Context: an optimization exercise on an open-source flow, tuned for small area. The choices shown serve that exercise and are no tape-out recipe.
Where RTL was checked, it was by simulation tests only, not by an equivalence proof against the original.
Power and IR drop assume default switching activity.

// tnef_record_deframer_core
module tnef_record_deframer_core (
  input  wire logic        clk,
  input  wire logic        rst_n,
  input  wire logic        push,
  output logic             full,
  input  wire logic [7:0]  in_stream_byte,
  input  wire logic        in_restart,
  output logic             empty,
  input  wire logic        pop,
  output logic [1:0]       out_event_kind,
  output logic [31:0]      out_attribute_type,
  output logic [7:0]       out_component,
  output logic [7:0]       out_payload_byte,
  output logic [31:0]      out_record_length,
  output logic             out_last_of_record
);
Size in the first run: ~98 I/O pins, about 0.016 mm² of cells after synthesis.
make LEC_CHECK=0 CAP_MARGIN=20 CORE_MARGIN=2 CORE_UTILIZATION=65 SLEW_MARGIN=20 finish   # period 5.0 ns
run.sh (not shown) runs the stock make flow with config.mk's settings and CLKGATE_MAP_FILE= SYNTH_SCRIPT=/design/flow/synth_recipe.tcl, a recipe that flattens the netlist after the stock synthesis.
Edit:
- CTS_BUF_LIST: not set -> sky130_fd_sc_hd__clkbuf_16
- CTS_CLUSTER_DIAMETER: not set -> 60
- CTS_CLUSTER_SIZE: not set -> 30
Outcome:
- first-iteration DRC count falls by 4.9%
- global-route usage falls by 0.26 points
- non-clock buffer count is unchanged
Function was not checked in any run of this note: the RTL went through the layout flow alone.


tnef_record_deframer_core, a different RTL version from the one above (not shown whole).
For scale: ~98 I/O pins, roughly 0.015 mm2 of cells after synthesis.
Settings: LEC_CHECK=0, CAP_MARGIN=0, CORE_MARGIN=2, CORE_UTILIZATION=78, SLEW_MARGIN=0; clock period 5.0 ns.
standard.sh (not shown) runs the stock make flow with config.mk's settings and CLKGATE_MAP_FILE= SYNTH_SCRIPT=/design/flow/synth_recipe.tcl, a recipe that flattens the netlist after the stock synthesis.
==> flow/flow/run.sh <==
#!/bin/bash
# 1. the standard synthesis, unchanged.
# 2. Its combinational logic re-mapped by ABC with an area-oriented script; the
#    registers (cells, instance names) are left exactly as the standard synthesis made them.
# 3. the standard layout of that netlist, with the smallest buffer cell on the
#    ports and a clock tree without dummy balancing loads.
set -euo pipefail
HERE=$(pwd)
RES=$HERE/orfs/results/$FLOW_PLATFORM/tnef_record_deframer_core/base
LIB=$FLOW_HOME/platforms/$FLOW_PLATFORM/lib/sky130_fd_sc_hd__tt_025C_1v80.lib
YOSYS=${YOSYS_EXE:-$(command -v yosys || echo "$FLOW_HOME/../tools/install/yosys/bin/yosys")}
KNOBS=(
  BUFFER_PORTS_ARGS="-buffer_cell sky130_fd_sc_hd__buf_1"
  CTS_ARGS="-sink_clustering_enable -repair_clock_nets -dont_use_dummy_load -sink_clustering_size 12 -sink_clustering_max_diameter 35 -buf_list sky130_fd_sc_hd__clkbuf_4"
)

bash standard.sh "${KNOBS[@]}" synth > standard_synth.log 2>&1
cp "$RES/1_2_yosys.v" "$HERE/1_2_yosys_standard.v"

sed -e "s#@LIB@#$LIB#g" -e "s#@IN@#$HERE/1_2_yosys_standard.v#" -e "s#@OUT@#$HERE/1_2_yosys_remap.v#" \
    -e "s#@TOP@#$FLOW_TOP#g" -e "s#@ABC@#$HERE/flow/abc_area.script#" flow/remap.ys > "$HERE/remap_run.ys"
"$YOSYS" -l "$HERE/remap.log" -q "$HERE/remap_run.ys" > /dev/null 2>&1

cp "$HERE/1_2_yosys_remap.v" "$RES/1_2_yosys.v"
rm -f "$RES/1_synth.odb" "$RES/1_synth.sdc"
bash standard.sh "${KNOBS[@]}" finish > standard_flow.log 2>&1
==> flow/flow/abc_area.script <==
&get -n
&st
&deepsyn -T 60
&dch -f
&nf -R 1000
&put
Other scripts of this flow, unchanged in this note and not shown: flow/flow/remap.ys
Rerun with:
--- a/flow/flow/run.sh
+++ b/flow/flow/run.sh
@@ -13,3 +13,3 @@
   BUFFER_PORTS_ARGS="-buffer_cell sky130_fd_sc_hd__buf_1"
-  CTS_ARGS="-sink_clustering_enable -repair_clock_nets -dont_use_dummy_load -sink_clustering_size 12 -sink_clustering_max_diameter 35 -buf_list sky130_fd_sc_hd__clkbuf_4"
+  CTS_ARGS="-sink_clustering_enable -repair_clock_nets -dont_use_dummy_load -sink_clustering_size 20 -sink_clustering_max_diameter 50 -buf_list sky130_fd_sc_hd__clkbuf_8"
 )
Synthesized cell count does not change.
Register-to-register slack gets better by 0.02 ns.
Power went up by 1.9%.
Synthesized area stays the same.
Setup slack gets better by 0.086 ns.
Rerun with:
--- a/flow/flow/run.sh
+++ b/flow/flow/run.sh
@@ -13,3 +13,3 @@
   BUFFER_PORTS_ARGS="-buffer_cell sky130_fd_sc_hd__buf_1"
-  CTS_ARGS="-sink_clustering_enable -repair_clock_nets -dont_use_dummy_load -sink_clustering_size 20 -sink_clustering_max_diameter 50 -buf_list sky130_fd_sc_hd__clkbuf_8"
+  CTS_ARGS="-sink_clustering_enable -repair_clock_nets -dont_use_dummy_load -sink_clustering_size 11 -sink_clustering_max_diameter 32 -buf_list sky130_fd_sc_hd__clkbuf_4"
 )
==> flow/flow/abc_area.script (replaced) <==
&get -n
&st
&deepsyn -T 60
&dch -f
&nf -R 1000
&put
&get -n
&st
&deepsyn -T 60
&dch -f
&nf -R 1000
&put
The changed run produced a clean layout. Register-to-register slack gets worse by 0.53 ns. Core utilization came out lower by 0.62 points. Wire length came out higher by 1.5%. Final area came out lower by 0.70%. Setup slack gets better by 0.036 ns. Power came out lower by 10%. Synthesized area hardly moves.


tnef_record_deframer_core, a different RTL version from the one above (not shown whole).
Size: ~1,100 cells after synthesis, roughly 400 flip-flops, roughly 98 I/O pins, ~16,000 um2 of cells after synthesis.
## tnef_record_deframer_core
module tnef_record_deframer_core (
  input  wire logic        clk,
  input  wire logic        rst_n,
  input  wire logic        push,
  output logic             full,
  input  wire logic [7:0]  in_stream_byte,
  input  wire logic        in_restart,
  output logic             empty,
  input  wire logic        pop,
  output logic [1:0]       out_event_kind,
  output logic [31:0]      out_attribute_type,
  output logic [7:0]       out_component,
  output logic [7:0]       out_payload_byte,
  output logic [31:0]      out_record_length,
  output logic             out_last_of_record
);
Settings: LEC_CHECK=0, CAP_MARGIN=20, CORE_MARGIN=2, CORE_UTILIZATION=65, CTS_BUF_LIST=sky130_fd_sc_hd__clkbuf_8, CTS_CLUSTER_DIAMETER=50, CTS_CLUSTER_SIZE=20, SLEW_MARGIN=20; clock period 5.0 ns.
==> flow/flow/run.sh <==
#!/bin/bash
# Standard layout, with the port buffers inserted as the smallest buffer cell.
set -euo pipefail
bash standard.sh BUFFER_PORTS_ARGS="-buffer_cell sky130_fd_sc_hd__buf_1" finish > standard_flow.log 2>&1
The first run went through all stages and came out clean.
Rerun with:
==> flow/flow/run.sh (replaced) <==
#!/bin/bash
# Standard layout, with the port buffers inserted as the smallest buffer cell and
# a clock tree without dummy balancing loads.
set -euo pipefail
bash standard.sh \
  BUFFER_PORTS_ARGS="-buffer_cell sky130_fd_sc_hd__buf_1" \
  CTS_ARGS="-sink_clustering_enable -repair_clock_nets -dont_use_dummy_load -sink_clustering_size 16 -sink_clustering_max_diameter 40 -buf_list {sky130_fd_sc_hd__clkbuf_4 sky130_fd_sc_hd__clkbuf_8}" \
  finish > standard_flow.log 2>&1
Settings changed: CAP_MARGIN 20 to 0, CORE_UTILIZATION 65 to 70, CTS_BUF_LIST sky130_fd_sc_hd__clkbuf_8 to not set, CTS_CLUSTER_DIAMETER 50 to not set, CTS_CLUSTER_SIZE 20 to not set, SLEW_MARGIN 20 to 0.
After rerunning:
- area after synthesis stays the same
- die area falls by 7.0%
- total power is lower by 3.8%
- sequential share of layout area rises by 1.0 points
- design area drops by 1.6%
- worst setup slack is better by 180 ps
- final cell count falls by 2.8%
- non-clock buffer count came out lower by 3
Rerun with:
--- a/flow/flow/run.sh
+++ b/flow/flow/run.sh
@@ -7 +7 @@
-  CTS_ARGS="-sink_clustering_enable -repair_clock_nets -dont_use_dummy_load -sink_clustering_size 16 -sink_clustering_max_diameter 40 -buf_list {sky130_fd_sc_hd__clkbuf_4 sky130_fd_sc_hd__clkbuf_8}" \
+  CTS_ARGS="-sink_clustering_enable -repair_clock_nets -dont_use_dummy_load -sink_clustering_size 20 -sink_clustering_max_diameter 50 -buf_list sky130_fd_sc_hd__clkbuf_8" \
Settings changed: CAP_MARGIN 0 to 20, CORE_UTILIZATION 70 to 75, SLEW_MARGIN 0 to 20.
Final area fell by about 0.46%.
Power drops by 0.50%.
Sequential share of layout area rises by 0.31 points.
Rerun with:
Settings changed: CAP_MARGIN 20 to 0, CORE_UTILIZATION 75 to 70, SLEW_MARGIN 20 to 0.
After rerunning:
- routed wire length goes down by a few percent
- hold slack is worse by 11 ps
- worst setup slack is better by 56 ps
- count of clock-buffer cells in the layout goes down by 5
Rerun with:
==> flow/flow/run.sh (replaced) <==
#!/bin/bash
# Standard layout, with the port buffers inserted as the smallest buffer cell.
set -euo pipefail
bash standard.sh BUFFER_PORTS_ARGS="-buffer_cell sky130_fd_sc_hd__buf_1" finish > standard_flow.log 2>&1
Settings changed: CAP_MARGIN 0 to 20, CORE_UTILIZATION 70 to 65, CTS_BUF_LIST set to sky130_fd_sc_hd__clkbuf_16, CTS_CLUSTER_DIAMETER set to 60, CTS_CLUSTER_SIZE set to 30, SLEW_MARGIN 0 to 20.
What happened: Routed wire length falls by 0.35%; worst hold slack improves by 35 ps; fmax falls by 3.2%; total power rises by 12%.
Rerun with:
==> flow/flow/run.sh (replaced) <==
#!/bin/bash
# Standard layout, with the port buffers inserted as the smallest buffer cell and
# a clock tree without dummy balancing loads.
set -euo pipefail
bash standard.sh \
  BUFFER_PORTS_ARGS="-buffer_cell sky130_fd_sc_hd__buf_1" \
  CTS_ARGS="-sink_clustering_enable -repair_clock_nets -dont_use_dummy_load -sink_clustering_size 20 -sink_clustering_max_diameter 50 -buf_list sky130_fd_sc_hd__clkbuf_8" \
  finish > standard_flow.log 2>&1
Settings changed: CTS_BUF_LIST sky130_fd_sc_hd__clkbuf_16 to not set, CTS_CLUSTER_DIAMETER 60 to not set, CTS_CLUSTER_SIZE 30 to not set.
The changed run produced a clean layout.
First-iteration DRC count came out higher by a few percent.
Die area does not change.
Critical path depth is unchanged.
Routed wire length came out lower slightly.
Total power came out lower by roughly a tenth.
Worst hold slack degrades by 37 ps.

afterwards: timing with drivers on the ports:
The results above use ideal ports. As a check the final layouts listed here were re-extracted and re-timed, cells and wires unchanged. Step 1: set_driving_cell puts a clkbuf_16 on clk and a buf_2 on each other input, an assumption about the parent block. Step 2 also shifts input and output timing later by t, the mid clock arrival at the registers, as if the neighbouring blocks saw the same clock. Three values: ideal, step 1, step 2; two values: the first two.
run | shift t [ns] | slack for setup (ns) | hold slack, ns | latest minus earliest clock arrival (ns) | worst register clock-pin slew, ns
the first run of note 1 | 0.573 | 0.353 / 0.302 / 0.313 | 0.511 / 0.511 / 0.511 | 0.012 / 0.013 | 0.06 / 0.06
the second run of note 1 | 0.616 | 0.349 / 0.298 / 0.335 | 0.515 / 0.515 / 0.515 | 0.034 / 0.034 | 0.11 / 0.11
the first run of note 2 | 0.686 | 0.131 / 0.094 / 0.780 | 0.415 / 0.415 / 0.415 | 0.087 / 0.087 | 0.12 / 0.12
the second run of note 2 | 0.611 | 0.216 / 0.176 / 0.786 | 0.418 / 0.418 / 0.418 | 0.068 / 0.067 | 0.11 / 0.11
the third run of note 2 | 0.703 | 0.252 / 0.206 / 0.351 | 0.434 / 0.434 / 0.434 | 0.050 / 0.050 | 0.12 / 0.12
the first run of note 3 | 0.588 | 0.442 / 0.393 / 0.910 | 0.450 / 0.450 / 0.450 | 0.026 / 0.026 | 0.10 / 0.10
the second run of note 3 | 0.572 | 0.618 / 0.576 / 0.716 | 0.420 / 0.420 / 0.420 | 0.053 / 0.053 | 0.09 / 0.09
the third run of note 3 | 0.573 | 0.524 / 0.482 / 0.815 | 0.423 / 0.423 / 0.423 | 0.048 / 0.048 | 0.10 / 0.10
the fourth run of note 3 | 0.620 | 0.580 / 0.537 / 0.722 | 0.412 / 0.412 / 0.412 | 0.063 / 0.062 | 0.11 / 0.11
the fifth run of note 3 | 0.599 | 0.434 / 0.386 / 0.912 | 0.447 / 0.447 / 0.447 | 0.022 / 0.022 | 0.09 / 0.09
the sixth run of note 3 | 0.579 | 0.464 / 0.414 / 0.927 | 0.410 / 0.410 / 0.410 | 0.049 / 0.049 | 0.11 / 0.11
After both steps every run listed still meets setup and hold. The setup slack of the first run of note 1, which loses most, moves by -0.051 ns with the drivers and by -0.040 ns with both steps.
